From an optimization exercise on the open Yosys and OpenROAD flow, aimed at small area, a short achievable clock period and few clock cycles per item; shortcuts taken in it are not production practice.
Function was checked by simulation only, so behaviour that the tests miss may differ from the original.
No activity file was given, so power comes from the tool's default toggle rates.

==> flow/design.v <==
`timescale 1ns/10ps
package uop_pkg;
    typedef enum logic [5:0] {
        op_noop    = 6'd0,
        op_alu_reg = 6'd1,
        op_addi    = 6'd2,
        op_andi    = 6'd3,
        op_ori     = 6'd4,
        op_xori    = 6'd5
    } opcode_t;
    typedef enum logic [5:0] {
        fn_add = 6'd0,
        fn_sub = 6'd1,
        fn_and = 6'd2,
        fn_or  = 6'd3,
        fn_xor = 6'd4,
        fn_sll = 6'd5,
        fn_srl = 6'd6,
        fn_slt = 6'd7
    } alu_fn_t;
    typedef struct packed {
        logic [4:0] src_b;
        logic [4:0] pad;
        alu_fn_t    fn;
    } r_form_t;
    typedef union packed {
        r_form_t     r_form;
        logic [15:0] i_form;
    } operand_u;
    typedef struct packed {
        opcode_t    opcode;
        logic [4:0] target;
        logic [4:0] src_a;
        operand_u   operands;
    } uop_t;
    typedef struct packed {
        alu_fn_t                       fn;
        logic [$clog2(32)-1:0]  target;
        logic [32-1:0]              op_a;
        logic [32-1:0]              op_b;
    } rs_entry_t;
endpackage
`timescale 1ns/10ps
package core_pkg;
    typedef logic [$clog2(32)-1:0] reg_idx_t;
    typedef logic [32-1:0] data_t;
endpackage
`timescale 1ns/10ps
module register_file (
    input  logic              clk,
    input  logic              reset,
    input  core_pkg::reg_idx_t rd_addr_a,
    input  core_pkg::reg_idx_t rd_addr_b,
    input  logic              wr_en,
    input  core_pkg::reg_idx_t wr_addr,
    input  core_pkg::data_t    wr_data,
    output core_pkg::data_t    rd_data_a,
    output core_pkg::data_t    rd_data_b
);
    core_pkg::data_t regs [0:32-1];
    logic wr_live;
    assign wr_live = wr_en && (wr_addr != '0);
    always_ff @(posedge clk) begin
        if (reset) begin
            for (int i = 0; i < 32; i++) begin
                regs[i] <= '0;
            end
        end else if (wr_live) begin
            regs[wr_addr] <= wr_data;
        end
    end
    assign rd_data_a = (rd_addr_a == '0) ? '0 :
                       (wr_live && wr_addr == rd_addr_a) ? wr_data : regs[rd_addr_a];
    assign rd_data_b = (rd_addr_b == '0) ? '0 :
                       (wr_live && wr_addr == rd_addr_b) ? wr_data : regs[rd_addr_b];
endmodule
`timescale 1ns/10ps
module uop_issue (
    input  logic               clk,
    input  logic               reset,
    input  logic               uop_valid,
    input  uop_pkg::uop_t      uop,
    output logic               uop_ready,
    output core_pkg::reg_idx_t rd_addr_a,
    output core_pkg::reg_idx_t rd_addr_b,
    input  core_pkg::data_t    rd_data_a,
    input  core_pkg::data_t    rd_data_b,
    output logic               issue_valid,
    output uop_pkg::alu_fn_t   issue_fn,
    output core_pkg::reg_idx_t issue_target,
    output core_pkg::data_t    issue_op_a,
    output core_pkg::data_t    issue_op_b,
    input  logic               credit_return,
    input  logic               wb_valid,
    input  core_pkg::reg_idx_t wb_reg
);
    logic                 accept_en;
    logic                 dec_valid;
    uop_pkg::uop_t                 dec_uop;
    logic [32-1:0] busy;
    logic [3-1:0] credits;
    logic  is_noop;
    logic  uses_b;
    logic  a_wait;
    logic  b_wait;
    logic  t_wait;
    logic  leaving;
    core_pkg::data_t imm_sext;
    core_pkg::data_t imm_zext;
    assign imm_sext = {{(32 - 16){dec_uop.operands.i_form[15]}}, dec_uop.operands.i_form};
    assign imm_zext = {{(32 - 16){1'b0}}, dec_uop.operands.i_form};
    assign rd_addr_a = dec_uop.src_a;
    assign rd_addr_b = dec_uop.operands.r_form.src_b;
    always_comb begin
        is_noop    = 1'b0;
        uses_b     = 1'b0;
        issue_fn   = uop_pkg::fn_add;
        issue_op_b = imm_zext;
        case (dec_uop.opcode)
            uop_pkg::op_alu_reg: begin
                uses_b     = 1'b1;
                issue_fn   = dec_uop.operands.r_form.fn;
                issue_op_b = rd_data_b;
            end
            uop_pkg::op_addi: begin
                issue_op_b = imm_sext;
            end
            uop_pkg::op_andi: issue_fn = uop_pkg::fn_and;
            uop_pkg::op_ori:  issue_fn = uop_pkg::fn_or;
            uop_pkg::op_xori: issue_fn = uop_pkg::fn_xor;
            default: is_noop = 1'b1;
        endcase
    end
    always_comb begin
        a_wait = (rd_addr_a != '0) && busy[rd_addr_a] && !(wb_valid && wb_reg == rd_addr_a);
        b_wait = uses_b &&
                 (rd_addr_b != '0) && busy[rd_addr_b] && !(wb_valid && wb_reg == rd_addr_b);
        t_wait = (issue_target != '0) && busy[issue_target] &&
                 !(wb_valid && wb_reg == issue_target);
    end
    assign issue_target = dec_uop.target;
    assign issue_op_a   = rd_data_a;
    assign issue_valid = dec_valid && !is_noop && !a_wait && !b_wait && !t_wait &&
                         (credits != '0);
    assign leaving     = dec_valid && (is_noop || issue_valid);
    assign uop_ready   = accept_en && (!dec_valid || leaving);
    always_ff @(posedge clk) begin
        if (reset) begin
            accept_en <= 1'b0;
            dec_valid <= 1'b0;
        end else begin
            accept_en <= 1'b1;
            if (uop_valid && uop_ready) begin
                dec_valid <= 1'b1;
            end else if (leaving) begin
                dec_valid <= 1'b0;
            end
        end
    end
    always_ff @(posedge clk) begin
        if (uop_valid && uop_ready) begin
            dec_uop <= uop;
        end
    end
    always_ff @(posedge clk) begin
        if (reset) begin
            credits <= 3'(4);
        end else begin
            credits <= credits + 3'(credit_return) - 3'(issue_valid);
        end
    end
    always_ff @(posedge clk) begin
        if (reset) begin
            busy <= '0;
        end else begin
            if (wb_valid) begin
                busy[wb_reg] <= 1'b0;
            end
            if (issue_valid && issue_target != '0) begin
                busy[issue_target] <= 1'b1;
            end
        end
    end
endmodule
`timescale 1ns/10ps
module reservation_queue (
    input  logic               clk,
    input  logic               reset,
    input  logic               issue_valid,
    input  uop_pkg::alu_fn_t   issue_fn,
    input  core_pkg::reg_idx_t issue_target,
    input  core_pkg::data_t    issue_op_a,
    input  core_pkg::data_t    issue_op_b,
    output logic               credit_return,
    output logic               exec_valid,
    output uop_pkg::alu_fn_t   exec_fn,
    output core_pkg::reg_idx_t exec_target,
    output core_pkg::data_t    exec_op_a,
    output core_pkg::data_t    exec_op_b
);
    localparam int PTR_W = $clog2(4);
    logic [6+$clog2(32)+2*32-1:0] slots [0:4-1];
    logic [PTR_W-1:0]     head;
    logic [PTR_W-1:0]     tail;
    logic [3-1:0] count;
    logic                 pop;
    uop_pkg::rs_entry_t   head_entry;
    function automatic logic [PTR_W-1:0] ptr_inc(input logic [PTR_W-1:0] ptr);
        if (ptr == PTR_W'(4 - 1)) begin
            ptr_inc = '0;
        end else begin
            ptr_inc = ptr + 1'b1;
        end
    endfunction
    assign pop           = (count != '0);
    assign exec_valid    = pop;
    assign credit_return = pop;
    assign head_entry  = slots[head];
    assign exec_fn     = head_entry.fn;
    assign exec_target = head_entry.target;
    assign exec_op_a   = head_entry.op_a;
    assign exec_op_b   = head_entry.op_b;
    always_ff @(posedge clk) begin
        if (issue_valid) begin
            slots[tail] <= {issue_fn, issue_target, issue_op_a, issue_op_b};
        end
    end
    always_ff @(posedge clk) begin
        if (reset) begin
            head  <= '0;
            tail  <= '0;
            count <= '0;
        end else begin
            if (issue_valid) begin
                tail <= ptr_inc(tail);
            end
            if (pop) begin
                head <= ptr_inc(head);
            end
            count <= count + 3'(issue_valid) - 3'(pop);
        end
    end
endmodule
`timescale 1ns/10ps
module alu_exec (
    input  logic               clk,
    input  logic               reset,
    input  logic               exec_valid,
    input  uop_pkg::alu_fn_t   exec_fn,
    input  core_pkg::reg_idx_t exec_target,
    input  core_pkg::data_t    exec_op_a,
    input  core_pkg::data_t    exec_op_b,
    output logic               wb_valid,
    output core_pkg::reg_idx_t wb_reg,
    output core_pkg::data_t    wb_value
);
    localparam int SHAMT_W = $clog2(32);
    logic [SHAMT_W-1:0] shamt;
    core_pkg::data_t              alu_out;
    logic     s1_valid;
    core_pkg::reg_idx_t s1_target;
    core_pkg::data_t    s1_value;
    assign shamt = exec_op_b[SHAMT_W-1:0];
    always_comb begin
        case (exec_fn)
            uop_pkg::fn_add:  alu_out = exec_op_a + exec_op_b;
            uop_pkg::fn_sub:  alu_out = exec_op_a - exec_op_b;
            uop_pkg::fn_and:  alu_out = exec_op_a & exec_op_b;
            uop_pkg::fn_or:   alu_out = exec_op_a | exec_op_b;
            uop_pkg::fn_xor:  alu_out = exec_op_a ^ exec_op_b;
            uop_pkg::fn_sll:  alu_out = exec_op_a << shamt;
            uop_pkg::fn_srl:  alu_out = exec_op_a >> shamt;
            uop_pkg::fn_slt: begin
                alu_out = {{(32 - 1){1'b0}}, $signed(exec_op_a) < $signed(exec_op_b)};
            end
            default: alu_out = '0;
        endcase
    end
    always_ff @(posedge clk) begin
        if (reset) begin
            s1_valid <= 1'b0;
        end else begin
            s1_valid <= exec_valid;
        end
    end
    always_ff @(posedge clk) begin
        s1_target <= exec_target;
        s1_value  <= alu_out;
    end
    always_ff @(posedge clk) begin
        if (reset) begin
            wb_valid <= 1'b0;
        end else begin
            wb_valid <= s1_valid;
        end
    end
    always_ff @(posedge clk) begin
        wb_reg   <= s1_target;
        wb_value <= s1_value;
    end
endmodule
`timescale 1ns/10ps
module uop_core (
    input  logic               clk,
    input  logic               reset,
    input  logic               uop_valid,
    input  logic [31:0]        uop,
    output logic               uop_ready,
    output logic               result_valid,
    output logic [4:0]         result_reg,
    output logic [31:0]        result_value
);
    uop_pkg::uop_t     uop_word;
    assign uop_word = uop_pkg::uop_t'(uop);
    core_pkg::reg_idx_t rd_addr_a;
    core_pkg::reg_idx_t rd_addr_b;
    core_pkg::data_t    rd_data_a;
    core_pkg::data_t    rd_data_b;
    logic     issue_valid;
    uop_pkg::alu_fn_t  issue_fn;
    core_pkg::reg_idx_t issue_target;
    core_pkg::data_t    issue_op_a;
    core_pkg::data_t    issue_op_b;
    logic     credit_return;
    logic     exec_valid;
    uop_pkg::alu_fn_t  exec_fn;
    core_pkg::reg_idx_t exec_target;
    core_pkg::data_t    exec_op_a;
    core_pkg::data_t    exec_op_b;
    logic     wb_valid;
    core_pkg::reg_idx_t wb_reg;
    core_pkg::data_t    wb_value;
    uop_issue issue0 (
        .clk, .reset, .uop_valid, .uop(uop_word), .uop_ready,
        .rd_addr_a, .rd_addr_b, .rd_data_a, .rd_data_b,
        .issue_valid, .issue_fn, .issue_target, .issue_op_a, .issue_op_b,
        .credit_return, .wb_valid, .wb_reg
    );
    reservation_queue rsq0 (
        .clk, .reset,
        .issue_valid, .issue_fn, .issue_target, .issue_op_a, .issue_op_b,
        .credit_return,
        .exec_valid, .exec_fn, .exec_target, .exec_op_a, .exec_op_b
    );
    alu_exec alu0 (
        .clk, .reset,
        .exec_valid, .exec_fn, .exec_target, .exec_op_a, .exec_op_b,
        .wb_valid, .wb_reg, .wb_value
    );
    register_file rf0 (
        .clk, .reset, .rd_addr_a, .rd_addr_b,
        .wr_en(wb_valid), .wr_addr(wb_reg), .wr_data(wb_value),
        .rd_data_a, .rd_data_b
    );
    assign result_valid = wb_valid;
    assign result_reg   = wb_reg;
    assign result_value = wb_value;
endmodule
==> flow/run.sh <==
#!/bin/bash
# synth_recipe.tcl (not shown) runs the flow's synth.tcl, then flattens the netlist and writes it again
# the make line also repeats each setting of config.mk as NAME=value (left out here)
make -C /OpenROAD-flow-scripts/flow DESIGN_CONFIG=/design/flow/config.mk WORK_HOME=/design/flow/orfs CLKGATE_MAP_FILE= SYNTH_SCRIPT=/design/flow/synth_recipe.tcl finish
==> flow/config.mk <==
export PLATFORM = sky130hd
export DESIGN_NAME = uop_core
export DESIGN_NICKNAME = uop_core
export VERILOG_FILES = /design/flow/design.v
export SDC_FILE = /design/flow/constraint.sdc
export NUM_CORES = 4
export LEC_CHECK = 0
export CAP_MARGIN = 20
export CORE_MARGIN = 2
export CORE_UTILIZATION = 40
export SLEW_MARGIN = 20
==> flow/constraint.sdc <==
create_clock -name core_clock -period 5.5 [get_ports {clk}]
set_input_delay 1.1000 -clock core_clock [delete_from_list [all_inputs] [get_ports {clk}]]
set_output_delay 1.1000 -clock core_clock [all_outputs]
set_load 0.01 [all_outputs]
==> results.cfg <==
[route]
drt-total-wl_um = 287000
wire_per_inst_um = 34.3
route.top_layer_used = met5
drt_iter0_drc = 7121
vias = 52400
met3_length_um = 28100
drcViolationCount = 0
first_pass_iters = 6
wl_met1_um = 111000
routed-wl-met2_um = 136000
via_per_inst = 6.26
ant_nets = 0

[layout]
largestRegisters = rf0.regs x1024, rsq0.slots x300
multi_input_area_um2 = 34500
fin_cells = 8373
nFillCells = 17200
regMostFlops = rf0.regs
largest_reg_flops = 1024
final_nets = 5746
drive_gt1_frac = 0.240
seq_area_um2 = 43400
syn2layout_area_growth_pct = 13.5

[worst_setup_path]
path_class = register to output port
cp.required_ns = 4.40
cp-end-kind = output port
crit_arrival_ns = 4.01
start_kind = register
crit_start = issue0.dec_uop[22]
critPathMaxFanout = 18

[timing]
clock_skew_ns = 0.0382
tns_ns = 0
period_share = 0.928
slew_headroom = 0.179
setup_violations = 0
hold_violations = 0
min_period_ns = 5.11
rsz0062_at_grt = false
worst_pin_slew_ns = 1.23
drv_slew = 0
fmax_mhz = 196

[grt]
overflow = 0
grt_antenna_before_repair = 30
grt_pass1_wl_um = 402000
grt_max_degree = 83
track_usage = 0.280
grt_pass1_vias = 51600

[power]
p_clk_frac = 0.281
max-vdd-ir-drop_uv = 285
comb_power_share = 0.364
p_leak_nw = 31.7
p_per_area_nw_per_um2 = 423
internal_power_mw = 23.6
p_sw_mw = 14.6
p_seq_frac = 0.354
power_switching_share = 0.383

[clock_tree]
cts_tree = done
cts.clk_slew.worst_paths_ns = 0.06
root_buffer = clkbuf_16
clk_latency_ns = 0.81
cts_hold_buffers = 0
h-tree-depth = 4
clockBufferDepth = 3
cts_buffers = 164
clkSinkCount = 1488

[logic_synthesis]
synthCells = 5587
synth-simple-area-share = 0.122
async_flop_share = 0
yosysUniqueCellTypes = 69
ys_ff_latch = 1488
synthAdderAreaFrac = 0.0200
synth-xor-area-share = 0.00506
syn_area_per_cell_um2 = 14.3
muxShareOfSynthArea = 0.226
synth_nets = 5747
synth_ff_type = edfxtp_1
synth.yosys.seq_area_share = 0.545
synth_compound_area_frac = 0.0519
yosys_warnings = 4
synth-edff-count = 1356
syn-cell-area_um2 = 79600
synth_top_family_by_area = multiplexers

[floorplan]
ios = 74
fp.dieArea_um2 = 203000
rows = 163
core-area_um2 = 198000
die_h_um = 450
initial_utilization = 0.403
die_w_um = 450

[run_status]
outcome = no timing/DRC/antenna violations

[place]
place_inst = 8056
dp_hpwl_um = 191000
place.gp.congestion = 0.990
io_buffers = 73

[min_path]
hp-class = register to register
hold_path.startpoint = alu0.s1_value[8]

[flow_run]
max_cap_viol_count = 0
==> critical path: stages, from the launching register on <==
cell             delay [ns]
edfxtp_1               0.81
mux4_2                 0.41
mux4_2                 0.48
mux2i_1                0.14
a311oi_1               0.07
or3_1                  0.39
nor3_4                 0.15
nor2_1                 0.08
nor2b_1                0.14
clkdlybuf4s50_1        0.55
==> metal layers <==
metal | GRT usage | vias up
met5 | 0 | -
met2 | 0.447 | 2960
met3 | 0.0602 | 625
li1 | - | 21400
met1 | 0.374 | 27400
met4 | 0.113 | 10
==> synthesized netlist by cell type (all sizes together) (7+ instances only) <==
cell type | number | area share
xnor2 | 29 | 0.0032
inv | 126 | 0.0059
nor2b | 23 | 0.0018
o211ai | 29 | 0.0027
and2 | 1041 | 0.082
a31oi | 13 | 0.0010
nor2 | 286 | 0.013
nor4 | 22 | 0.0017
mux2i | 111 | 0.014
o2111ai | 8 | 0.00088
edfxtp | 1356 | 0.51
a211o | 9 | 0.00099
o21ai | 214 | 0.013
mux2 | 19 | 0.0027
buf | 120 | 0.0064
a211oi | 54 | 0.0051
xor2 | 17 | 0.0019
o21bai | 7 | 0.00066
mux4 | 740 | 0.21
o31ai | 14 | 0.0013
or3 | 14 | 0.0011
nor3 | 37 | 0.0025
ha | 121 | 0.019
nand2 | 191 | 0.0091
a221oi | 24 | 0.0026
a21oi | 197 | 0.012
dfxtp | 132 | 0.033
o22ai | 14 | 0.0011
nand3 | 44 | 0.0028
or2 | 12 | 0.00094
and3 | 9 | 0.00071
a21o | 17 | 0.0016
nand2b | 23 | 0.0018
clkbuf | 392 | 0.018
a2111oi | 8 | 0.00088
nand4 | 31 | 0.0024
a221o | 13 | 0.0016
o221ai | 8 | 0.00088
==> kinds of logic after synthesis <==
kind of cell	Yosys count
AND/OR/NAND/NOR	1748
flip-flops	1488
multiplexers	870
AO/OA/AOI/OAI	672
buffers and inverters	638
adder cells (fa/ha/maj)	125
XOR/XNOR	46
==> final cells by class <==
type | count | area share
Antenna cell | 10 | 0.000277
Clock buffer | 222 | 0.0490
Clock inverter | 81 | 0.00813
Sequential cell | 1488 | 0.480
Inverter | 126 | 0.00525
Timing Repair Buffer | 345 | 0.0385
Tap cell | 2640 | 0.0366
Multi-Input combinational cell | 3461 | 0.382
==> power by group through the flow <==
stage	combinational, mW	clock (mW)	sequential (mW)
2_1_floorplan	8.25	0	13.5
6_report	13.9	10.8	13.6
5_1_grt	14.7	11.3	13.6
4_1_cts	13.7	10.9	13.5
3_5_place_dp	13.6	0	13.8
3_3_place_gp	13.8	0	13.8
==> layout by cell type, fill, tap and decap left out, types with 44 or more instances in the layout <==
master	instances
edfxtp_1	1356
and2_1	1037
mux4_2	740
nor2_1	251
buf_4	216
a21oi_1	197
nand2_1	188
o21ai_0	180
clkbuf_16	167
inv_1	122
ha_1	121
dfxtp_1	119
mux2i_1	110
clkdlybuf4s50_1	73
clkbuf_1	51
buf_12	50
a211oi_1	48
nand3_1	44
==> final timing paths <==
check	slack [ns]	to	cells past startpoint
worst max register to register	0.63	alu0.s1_value[30]	14
worst max-delay path	0.39	uop_ready	9
worst min register to register	0.33	alu0.wb_value[8]	0
worst min-delay path	0.33	alu0.wb_value[8]	0
==> metrics by stage <==
step / utilization / setup slack, ns / hold slack, ns / area, µm² / power, mW
floorplan: - / 0.506 / 0.310 / 79600 / 21.7
global placement: 0.430 / 0.719 / 0.310 / 85000 / 27.5
detailed placement: 0.431 / 0.712 / 0.312 / 85100 / 27.4
CTS: 0.457 / 0.00381 / 0.326 / 90300 / 38.1
global route: 0.457 / 0.213 / 0.331 / 90400 / 39.6
finish: 0.457 / 0.394 / 0.327 / 90400 / 38.2
==> what timing repair did <==
item | 4_1_cts | 5_1_grt
setup endpoints to repair | 0 | 1
buffers inserted | 0 | 2
gates resized for setup | 0 | 0
Testbench counts, summed over its fixed seeds: cycles 25,749, items 16,000.

-- what the ideal ports hide --
How much do the figures lean on ideal ports? The routed layout below was timed once more, with nothing changed but the port constraints. Step 1 assumes that a clkbuf_16 drives the clock port and a buf_2 every other input. Step 2, shift: input delay + t, output delay - t, t = (earliest + latest rising clock arrival at the registers) / 2. This alone moves slack from input paths to output paths. a / b / c = ideal ports / drivers / drivers and shift; a / b = the first two.
t, ns: 0.883
setup WS [ns]: 0.394 / 0.310 / 0.635
hold slack, ns: 0.327 / 0.327 / 0.327
worst setup path at the end: register to register
latest minus earliest clock arrival (ns): 0.052 / 0.052
After both steps setup and hold are still met in this run. The setup slack of this run moves by -0.084 ns with the drivers and by +0.241 ns with both steps.
